This design comes from an exercise in tuning for small area on the open sky130 flow, not from production work.
Where RTL was checked, it was by simulation tests only, not by an equivalence proof against the original.
No activity file was given, so power comes from the tool's default toggle rates.

==> flow/design.v <==
package discardPkg;
  localparam int CHANNEL_COUNT = 4;
  localparam int CHANNEL_BITS = 2;
  localparam int WORD_BITS = 32;
  localparam int LENGTH_BITS = 8;
  localparam int RESERVED_BITS = WORD_BITS - CHANNEL_BITS - LENGTH_BITS;
  localparam int CREDIT_BITS = 7;
  localparam logic [CREDIT_BITS-1:0] CREDIT_MAX = 7'd64;
  localparam int COUNTER_BITS = 32;
  localparam int STAT_ADDR_BITS = 3;
  localparam logic STAT_KIND_PASSED = 1'b0;
  localparam logic STAT_KIND_DROPPED = 1'b1;
  typedef union packed {
    logic [WORD_BITS-1:0] raw;
    struct packed {
      logic [CHANNEL_BITS-1:0]  channel;
      logic [RESERVED_BITS-1:0] reserved;
      logic [LENGTH_BITS-1:0]   length;
    } header;
  } frameWord;
endpackage
`timescale 1ns/1ps
module discardStat (
  input  logic                                  CLK,
  input  logic                                  reset,
  input  logic [discardPkg::WORD_BITS-1:0]       inData,
  input  logic                                  inValid,
  input  logic                                  inSof,
  input  logic                                  inEof,
  input  logic [discardPkg::CHANNEL_COUNT-1:0]  creditReturn,
  output logic                                  outValid,
  output logic [discardPkg::CHANNEL_BITS-1:0]   outChannel,
  output logic [discardPkg::WORD_BITS-1:0]       outData,
  output logic                                  outSof,
  output logic                                  outEof,
  input  logic                                  statRead,
  input  logic [discardPkg::STAT_ADDR_BITS-1:0] statAddr,
  output logic                                  statValid,
  output logic [discardPkg::COUNTER_BITS-1:0]   statData,
  input  logic                                  statWrite,
  input  logic [discardPkg::COUNTER_BITS-1:0]   statWriteData
);
  localparam int NCH = discardPkg::CHANNEL_COUNT;
  localparam int CB  = discardPkg::CREDIT_BITS;
  localparam int NCNT = 2 * NCH;
  logic [NCH-1:0][CB-1:0] credit;
  logic [NCH-1:0][CB-1:0] creditAvail;
  logic [CB-1:0] selCredit;
  logic [CB+1:0] creditDiff;
  logic          inFits;
  logic          inHeader;
  assign inHeader = inValid && inSof;
  logic [NCH-1:0][CB:0] availCarry;
  always_comb begin
    for (int c = 0; c < NCH; c++) begin
      availCarry[c][0] = creditReturn[c];
      for (int i = 0; i < CB; i++) begin
        creditAvail[c][i]  = credit[c][i] ^ availCarry[c][i];
        availCarry[c][i+1] = credit[c][i] & availCarry[c][i];
      end
    end
  end
  assign selCredit = creditAvail[inData[31:30]];
  logic [CB+1:0] diffBorrow;
  always_comb begin
    diffBorrow[0] = 1'b0;
    for (int i = 0; i <= CB; i++) begin
      if (i < CB) begin
        creditDiff[i]   = selCredit[i] ^ inData[i] ^ diffBorrow[i];
        diffBorrow[i+1] = (!selCredit[i] & (inData[i] | diffBorrow[i]))
                        | (inData[i] & diffBorrow[i]);
      end else begin
        creditDiff[i]   = inData[i] ^ diffBorrow[i];
        diffBorrow[i+1] = inData[i] | diffBorrow[i];
      end
    end
    creditDiff[CB+1] = diffBorrow[CB+1];
  end
  assign inFits = !creditDiff[CB+1];
  logic [CB-1:0] creditLoad;
  assign creditLoad = reset ? discardPkg::CREDIT_MAX : creditDiff[CB-1:0];
  always_ff @(posedge CLK) begin
    for (int c = 0; c < NCH; c++) begin
      if (reset || (inHeader && inFits && inData[31:30] == c)) begin
        credit[c] <= creditLoad;
      end else begin
        credit[c] <= creditAvail[c];
      end
    end
  end
  logic [31:0] d1;
  logic        sof1, eof1, fits1, v1;
  logic        keepCur;
  logic        hdr1;
  logic        fwd1;
  always_ff @(posedge CLK) begin
    d1    <= inData;
    sof1  <= inSof;
    eof1  <= inEof;
    fits1 <= inFits;
    v1    <= inValid && !reset;
  end
  assign hdr1 = v1 && sof1;
  assign fwd1 = v1 && (sof1 ? fits1 : keepCur);
  always_ff @(posedge CLK) begin
    if (reset) begin
      keepCur <= 1'b0;
    end else if (hdr1) begin
      keepCur <= fits1;
    end
  end
  logic [31:0] d2;
  logic        sof2, eof2, v2;
  logic [1:0]  lastChannel;
  always_ff @(posedge CLK) begin
    d2     <= d1;
    sof2   <= sof1;
    eof2   <= eof1;
    v2     <= fwd1 && !reset;
    outData <= d2;
    outSof  <= sof2;
    outEof  <= eof2;
    outValid <= v2 && !reset;
    if (outValid && outSof) begin
      lastChannel <= outData[31:30];
    end
  end
  assign outChannel = outSof ? outData[31:30] : lastChannel;
  logic [NCNT-1:0][31:0] counter;
  logic [NCNT-1:0]       countInc;
  logic [NCNT-1:0]       countLoad;
  logic [31:0]           loadValue;
  assign loadValue = reset ? 32'd0 : statWriteData;
  always_comb begin
    for (int k = 0; k < NCNT; k++) begin
      countInc[k]  = hdr1 && d1[31:30] == k[2:1] && fits1 == !k[0];
      countLoad[k] = reset || (statWrite && statAddr == k[2:0]);
    end
  end
  logic [NCNT-1:0][31:0] countOnes;
  always_comb begin
    for (int k = 0; k < NCNT; k++) begin
      for (int i = 0; i < 32; i++) begin
        if (i == 0) begin
          countOnes[k][i] = 1'b1;
        end else if (i == 11) begin
          countOnes[k][i] = &counter[k][10:0];
        end else if (i == 22) begin
          countOnes[k][i] = &counter[k][21:0];
        end else begin
          countOnes[k][i] = countOnes[k][i-1] & counter[k][i-1];
        end
      end
    end
  end
  always_ff @(posedge CLK) begin
    for (int k = 0; k < NCNT; k++) begin
      if (countLoad[k]) begin
        counter[k] <= loadValue;
      end else begin
        counter[k] <= counter[k] ^ (countOnes[k] & {32{countInc[k]}});
      end
    end
  end
  logic [31:0] readValue;
  always_comb begin
    readValue = '0;
    for (int k = 0; k < NCNT; k++) begin
      readValue = readValue | (counter[k] & {32{statAddr == k[2:0]}});
    end
  end
  always_ff @(posedge CLK) begin
    statValid <= statRead && !reset;
    statData  <= readValue;
  end
endmodule
export LEC_CHECK = 0
export CAP_MARGIN = 20
export CORE_MARGIN = 2
export CORE_UTILIZATION = 40
export CTS_BUF_LIST = sky130_fd_sc_hd__clkbuf_16
export CTS_CLUSTER_DIAMETER = 100
export CTS_CLUSTER_SIZE = 25
export SLEW_MARGIN = 20
create_clock -name core_clock -period 5.0 [get_ports {CLK}]
standard.sh (not shown) runs the stock make flow with config.mk's settings and CLKGATE_MAP_FILE= SYNTH_SCRIPT=/design/flow/synth_recipe.tcl, a recipe that flattens the netlist after the stock synthesis.
==> flow/flow/run.sh <==
#!/bin/bash
# The standard layout with two changes:
#  - synthesis is the standard synthesis, except that ABC maps the logic
#    with flow/abc_area.script (area-oriented mapping) instead of ORFS's
#    speed script; registers, their names and cell types are unchanged;
#  - every input and output port gets the smallest buffer (buf_1) instead of
#    the one buffer_ports picks by default.
# Each tool's output goes to the ORFS logs under orfs/logs; make's own output
# goes to standard_flow.log here.
set -euo pipefail
here=$(pwd)
export BUFFER_PORTS_ARGS="-buffer_cell sky130_fd_sc_hd__buf_1"
{
  head -n 1 synth_recipe.tcl
  cat <<TCL
proc abc {args} {
  set i [lsearch -exact \$args -script]
  if { \$i >= 0 } { lset args [expr { \$i + 1 }] $here/flow/abc_area.script }
  yosys abc {*}\$args
}
TCL
  tail -n +2 synth_recipe.tcl
} > area_synth.tcl
sed "s#SYNTH_SCRIPT=[^ ]*#SYNTH_SCRIPT=$here/area_synth.tcl#" standard.sh > area_standard.sh
grep -q "SYNTH_SCRIPT=$here/area_synth.tcl" area_standard.sh
bash area_standard.sh > standard_flow.log 2>&1
==> flow/flow/abc_area.script <==
strash
&get -n
&fraig -x
&put
scorr
dc2
strash
&get -n
&dch -f
&nf -R 1000 -a -p
&put
Next try:
--- a/flow/design.v
+++ b/flow/design.v
@@ -137,20 +137,21 @@
       countLoad[k] = reset || (statWrite && statAddr == k[2:0]);
     end
   end
-  logic [NCNT-1:0][31:0] countOnes;
+  logic [NCNT-1:0][32:0] countCarry;
   always_comb begin
     for (int k = 0; k < NCNT; k++) begin
       for (int i = 0; i < 32; i++) begin
         if (i == 0) begin
-          countOnes[k][i] = 1'b1;
+          countCarry[k][i] = countInc[k];
         end else if (i == 11) begin
-          countOnes[k][i] = &counter[k][10:0];
+          countCarry[k][i] = countInc[k] & (&counter[k][10:0]);
         end else if (i == 22) begin
-          countOnes[k][i] = &counter[k][21:0];
+          countCarry[k][i] = countInc[k] & (&counter[k][21:0]);
         end else begin
-          countOnes[k][i] = countOnes[k][i-1] & counter[k][i-1];
+          countCarry[k][i] = countCarry[k][i-1] & counter[k][i-1];
         end
       end
+      countCarry[k][32] = 1'b0;
     end
   end
   always_ff @(posedge CLK) begin
@@ -158,7 +159,7 @@
       if (countLoad[k]) begin
         counter[k] <= loadValue;
       end else begin
-        counter[k] <= counter[k] ^ (countOnes[k] & {32{countInc[k]}});
+        counter[k] <= counter[k] ^ countCarry[k][31:0];
       end
     end
   end
After rerunning:
- cell count increases slightly
- setup slack loses 0.012 ns
- clock-buffer cell count is unchanged
- total power decreases slightly
- non-clock buffer count decreases by 71
- utilization decreases by 2.4 points
- global-route usage decreases by 2.6 points
- critical path depth decreases by 7

* * *

Starts from the design.v that is shown in full above.
Settings: LEC_CHECK=0, CAP_MARGIN=20, CORE_MARGIN=2, CORE_UTILIZATION=40, CTS_BUF_LIST=sky130_fd_sc_hd__clkbuf_16, CTS_CLUSTER_DIAMETER=100, CTS_CLUSTER_SIZE=25, GPL_TIMING_DRIVEN=0, SLEW_MARGIN=20; clock period 5.0 ns.
==> flow/flow/abc_area.script <==
strash
&get -n
&fraig -x
&put
scorr
dc2
strash
&get -n
&b
&dch -f
&nf -R 1000 -a
&put
Scripts as last shown in full above: flow/flow/run.sh
Edit:
--- a/flow/design.v
+++ b/flow/design.v
@@ -89,24 +89,37 @@
     end
   end
   logic [31:0] d1;
-  logic        sof1, eof1, fits1, v1;
+  logic        sof1, eof1, v1;
+  logic [NCH-1:0]  header1;
+  logic            fits1;
+  logic [NCNT-1:0] count1;
   logic        keepCur;
+  logic        pass1;
   logic        hdr1;
   logic        fwd1;
   always_ff @(posedge CLK) begin
     d1    <= inData;
     sof1  <= inSof;
     eof1  <= inEof;
+    v1    <= inValid && !reset;
     fits1 <= inFits;
-    v1    <= inValid && !reset;
+    for (int c = 0; c < NCH; c++) begin
+      header1[c] <= !reset && inHeader && inData[31:30] == c;
+    end
   end
-  assign hdr1 = v1 && sof1;
-  assign fwd1 = v1 && (sof1 ? fits1 : keepCur);
+  always_comb begin
+    for (int k = 0; k < NCNT; k++) begin
+      count1[k] = header1[k/2] && fits1 == !k[0];
+    end
+  end
+  assign hdr1  = |header1;
+  assign pass1 = hdr1 && fits1;
+  assign fwd1  = pass1 || (v1 && !sof1 && keepCur);
   always_ff @(posedge CLK) begin
     if (reset) begin
       keepCur <= 1'b0;
     end else if (hdr1) begin
-      keepCur <= fits1;
+      keepCur <= pass1;
     end
   end
   logic [31:0] d2;
@@ -133,7 +146,7 @@
   assign loadValue = reset ? 32'd0 : statWriteData;
   always_comb begin
     for (int k = 0; k < NCNT; k++) begin
-      countInc[k]  = hdr1 && d1[31:30] == k[2:1] && fits1 == !k[0];
+      countInc[k]  = count1[k];
       countLoad[k] = reset || (statWrite && statAddr == k[2:0]);
     end
   end
Die area went up by 0.80%.
Design area stays flat.
Cell count went up by 0.58%.
Total power hardly moves.
Wire length went up by 1.3%.
Hold slack got worse by 14 ps.
Worst setup slack improved by 36 ps.
The RTL of the second run of this note was laid out without a check of its function.

* * *

## old
discardStat with an RTL version that a note above also has.
Size in the first run: roughly 430 flip-flops.
==> module discardStat, before the edit <==
module discardStat (
  input  logic                                  CLK,
  input  logic                                  reset,
  input  logic [discardPkg::WORD_BITS-1:0]       inData,
  input  logic                                  inValid,
  input  logic                                  inSof,
  input  logic                                  inEof,
  input  logic [discardPkg::CHANNEL_COUNT-1:0]  creditReturn,
  output logic                                  outValid,
  output logic [discardPkg::CHANNEL_BITS-1:0]   outChannel,
  output logic [discardPkg::WORD_BITS-1:0]       outData,
  output logic                                  outSof,
  output logic                                  outEof,
  input  logic                                  statRead,
  input  logic [discardPkg::STAT_ADDR_BITS-1:0] statAddr,
  output logic                                  statValid,
  output logic [discardPkg::COUNTER_BITS-1:0]   statData,
  input  logic                                  statWrite,
  input  logic [discardPkg::COUNTER_BITS-1:0]   statWriteData
);
  localparam int NCH = discardPkg::CHANNEL_COUNT;
  localparam int CB  = discardPkg::CREDIT_BITS;
  localparam int NCNT = 2 * NCH;
  logic [NCH-1:0][CB-1:0] credit;
  logic [NCH-1:0][CB-1:0] creditAvail;
  logic [CB-1:0] selCredit;
  logic [CB+1:0] creditDiff;
  logic          inFits;
  logic          inHeader;
  assign inHeader = inValid && inSof;
  logic [NCH-1:0][CB:0] availCarry;
  always_comb begin
    for (int c = 0; c < NCH; c++) begin
      availCarry[c][0] = creditReturn[c];
      for (int i = 0; i < CB; i++) begin
        creditAvail[c][i]  = credit[c][i] ^ availCarry[c][i];
        availCarry[c][i+1] = credit[c][i] & availCarry[c][i];
      end
    end
  end
  assign selCredit = creditAvail[inData[31:30]];
  logic [CB+1:0] diffBorrow;
  always_comb begin
    diffBorrow[0] = 1'b0;
    for (int i = 0; i <= CB; i++) begin
      if (i < CB) begin
        creditDiff[i]   = selCredit[i] ^ inData[i] ^ diffBorrow[i];
        diffBorrow[i+1] = (!selCredit[i] & (inData[i] | diffBorrow[i]))
                        | (inData[i] & diffBorrow[i]);
      end else begin
        creditDiff[i]   = inData[i] ^ diffBorrow[i];
        diffBorrow[i+1] = inData[i] | diffBorrow[i];
      end
    end
    creditDiff[CB+1] = diffBorrow[CB+1];
  end
  assign inFits = !creditDiff[CB+1];
  logic [CB-1:0] creditLoad;
  assign creditLoad = reset ? discardPkg::CREDIT_MAX : creditDiff[CB-1:0];
  always_ff @(posedge CLK) begin
    for (int c = 0; c < NCH; c++) begin
      if (reset || (inHeader && inFits && inData[31:30] == c)) begin
        credit[c] <= creditLoad;
      end else begin
        credit[c] <= creditAvail[c];
      end
    end
  end
  logic [31:0] d1;
  logic        sof1, eof1, v1;
  logic [NCH-1:0]  header1;
  logic            fits1;
  logic [NCNT-1:0] count1;
  logic        keepCur;
  logic        pass1;
  logic        hdr1;
  logic        fwd1;
  always_ff @(posedge CLK) begin
    d1    <= inData;
    sof1  <= inSof;
    eof1  <= inEof;
    v1    <= inValid && !reset;
    fits1 <= inFits;
    for (int c = 0; c < NCH; c++) begin
      header1[c] <= !reset && inHeader && inData[31:30] == c;
    end
  end
  always_comb begin
    for (int k = 0; k < NCNT; k++) begin
      count1[k] = header1[k/2] && fits1 == !k[0];
    end
  end
  assign hdr1  = |header1;
  assign pass1 = hdr1 && fits1;
  assign fwd1  = pass1 || (v1 && !sof1 && keepCur);
  always_ff @(posedge CLK) begin
    if (reset) begin
      keepCur <= 1'b0;
    end else if (hdr1) begin
      keepCur <= pass1;
    end
  end
  logic [31:0] d2;
  logic        sof2, eof2, v2;
  logic [1:0]  lastChannel;
  always_ff @(posedge CLK) begin
    d2     <= d1;
    sof2   <= sof1;
    eof2   <= eof1;
    v2     <= fwd1 && !reset;
    outData <= d2;
    outSof  <= sof2;
    outEof  <= eof2;
    outValid <= v2 && !reset;
    if (outValid && outSof) begin
      lastChannel <= outData[31:30];
    end
  end
  assign outChannel = outSof ? outData[31:30] : lastChannel;
  logic [NCNT-1:0][31:0] counter;
  logic [NCNT-1:0]       countInc;
  logic [NCNT-1:0]       countLoad;
  logic [31:0]           loadValue;
  assign loadValue = reset ? 32'd0 : statWriteData;
  always_comb begin
    for (int k = 0; k < NCNT; k++) begin
      countInc[k]  = count1[k];
      countLoad[k] = reset || (statWrite && statAddr == k[2:0]);
    end
  end
  logic [NCNT-1:0][31:0] countOnes;
  always_comb begin
    for (int k = 0; k < NCNT; k++) begin
      for (int i = 0; i < 32; i++) begin
        if (i == 0) begin
          countOnes[k][i] = 1'b1;
        end else if (i == 11) begin
          countOnes[k][i] = &counter[k][10:0];
        end else if (i == 22) begin
          countOnes[k][i] = &counter[k][21:0];
        end else begin
          countOnes[k][i] = countOnes[k][i-1] & counter[k][i-1];
        end
      end
    end
  end
  always_ff @(posedge CLK) begin
    for (int k = 0; k < NCNT; k++) begin
      if (countLoad[k]) begin
        counter[k] <= loadValue;
      end else begin
        counter[k] <= counter[k] ^ (countOnes[k] & {32{countInc[k]}});
      end
    end
  end
  logic [31:0] readValue;
  always_comb begin
    readValue = '0;
    for (int k = 0; k < NCNT; k++) begin
      readValue = readValue | (counter[k] & {32{statAddr == k[2:0]}});
    end
  end
  always_ff @(posedge CLK) begin
    statValid <= statRead && !reset;
    statData  <= readValue;
  end
endmodule
Settings: LEC_CHECK=0, CAP_MARGIN=20, CORE_MARGIN=2, CORE_UTILIZATION=40, CTS_BUF_LIST=sky130_fd_sc_hd__clkbuf_16, CTS_CLUSTER_DIAMETER=100, CTS_CLUSTER_SIZE=25, GPL_TIMING_DRIVEN=0, PLACE_DENSITY=0.8, SLEW_MARGIN=20; clock period 5.0 ns.
Scripts as last shown in full above: flow/flow/run.sh, flow/flow/abc_area.script
old: PASS, flow complete, no timing, DRC or antenna violations
The inputs of new differ from those of old as listed below.
diff --git a/flow/design.v b/flow/design.v
--- a/flow/design.v
+++ b/flow/design.v
@@ -87,36 +87,28 @@
         credit[c] <= creditAvail[c];
       end
     end
   end
   logic [31:0] d1;
   logic        sof1, eof1, v1;
-  logic [NCH-1:0]  header1;
-  logic            fits1;
   logic [NCNT-1:0] count1;
   logic        keepCur;
   logic        pass1;
   logic        hdr1;
   logic        fwd1;
   always_ff @(posedge CLK) begin
     d1    <= inData;
     sof1  <= inSof;
     eof1  <= inEof;
     v1    <= inValid && !reset;
-    fits1 <= inFits;
-    for (int c = 0; c < NCH; c++) begin
-      header1[c] <= !reset && inHeader && inData[31:30] == c;
+    for (int k = 0; k < NCNT; k++) begin
+      count1[k] <= !reset && inHeader && inData[31:30] == k[2:1] && inFits == !k[0];
     end
   end
-  always_comb begin
-    for (int k = 0; k < NCNT; k++) begin
-      count1[k] = header1[k/2] && fits1 == !k[0];
-    end
-  end
-  assign hdr1  = |header1;
-  assign pass1 = hdr1 && fits1;
+  assign pass1 = count1[0] || count1[2] || count1[4] || count1[6];
+  assign hdr1  = |count1;
   assign fwd1  = pass1 || (v1 && !sof1 && keepCur);
   always_ff @(posedge CLK) begin
     if (reset) begin
       keepCur <= 1'b0;
     end else if (hdr1) begin
       keepCur <= pass1;
==> comparison <==
Each of the runs, namely old and new, reached the end of the flow and came out clean. The global-route usage was comparable across old and new. In new relative to old, cell area power density had gone up slightly. Of the two values seen for end point of the critical path, credit[26]$_DFF_P_ was produced by old and counter[191]$_DFF_P_ by new. Taking old as the reference, in new fmax picked up an extra about 1%; design area -0.96%; post-CTS resize count went down 72%; met1 usage in global routing moved up. Diff old..new | die area | negligible. Across both runs, number of ordinary and repair buffers in the finished layout was lower for new than for old. Fraction of power spent switching nets: new vs old down 0.26 points.
For old, only the layout was checked, not whether the RTL still works.

==> separate check: timing with driven ports <==
No port has a modelled driver above. Below, the same layouts with a new extraction and two added sets of constraints.
Step 1 (the two cells are an assumption about what drives the block):
set clk [get_ports {CLK}]
set_driving_cell -lib_cell sky130_fd_sc_hd__clkbuf_16 $clk
set_driving_cell -lib_cell sky130_fd_sc_hd__buf_2 [delete_from_list [all_inputs] $clk]
Step 2 also shifts input and output timing later by t, the mid clock arrival at the registers, as if the neighbouring blocks saw the same clock.
a / b / c = ideal / step 1 / step 2; a / b = the first two.
| run | t, ns | setup WS [ns] | clock arrival spread, ns | slew at the worst register clock pin (ns) |
|---|---|---|---|---|
| the first run of note 1 | 0.581 | 0.243 / 0.243 / -0.230 | 0.028 / 0.027 | 0.10 / 0.10 |
| the second run of note 1 | 0.599 | 0.231 / 0.258 / -0.341 | 0.028 / 0.027 | 0.11 / 0.11 |
| the first run of note 2 | 0.584 | 0.169 / 0.169 / -0.348 | 0.030 / 0.030 | 0.11 / 0.11 |
| the second run of note 2 | 0.582 | 0.205 / 0.210 / -0.360 | 0.039 / 0.038 | 0.10 / 0.10 |
| old | 0.599 | 0.160 / 0.162 / -0.412 | 0.040 / 0.040 | 0.10 / 0.10 |
| new | 0.598 | 0.206 / 0.206 / -0.369 | 0.043 / 0.042 | 0.10 / 0.10 |
With both steps, setup timing fails in every run listed, where it was met with ideal ports. The setup slack of new, which loses most, moves by 0.000 ns with the drivers and by -0.575 ns with both steps.
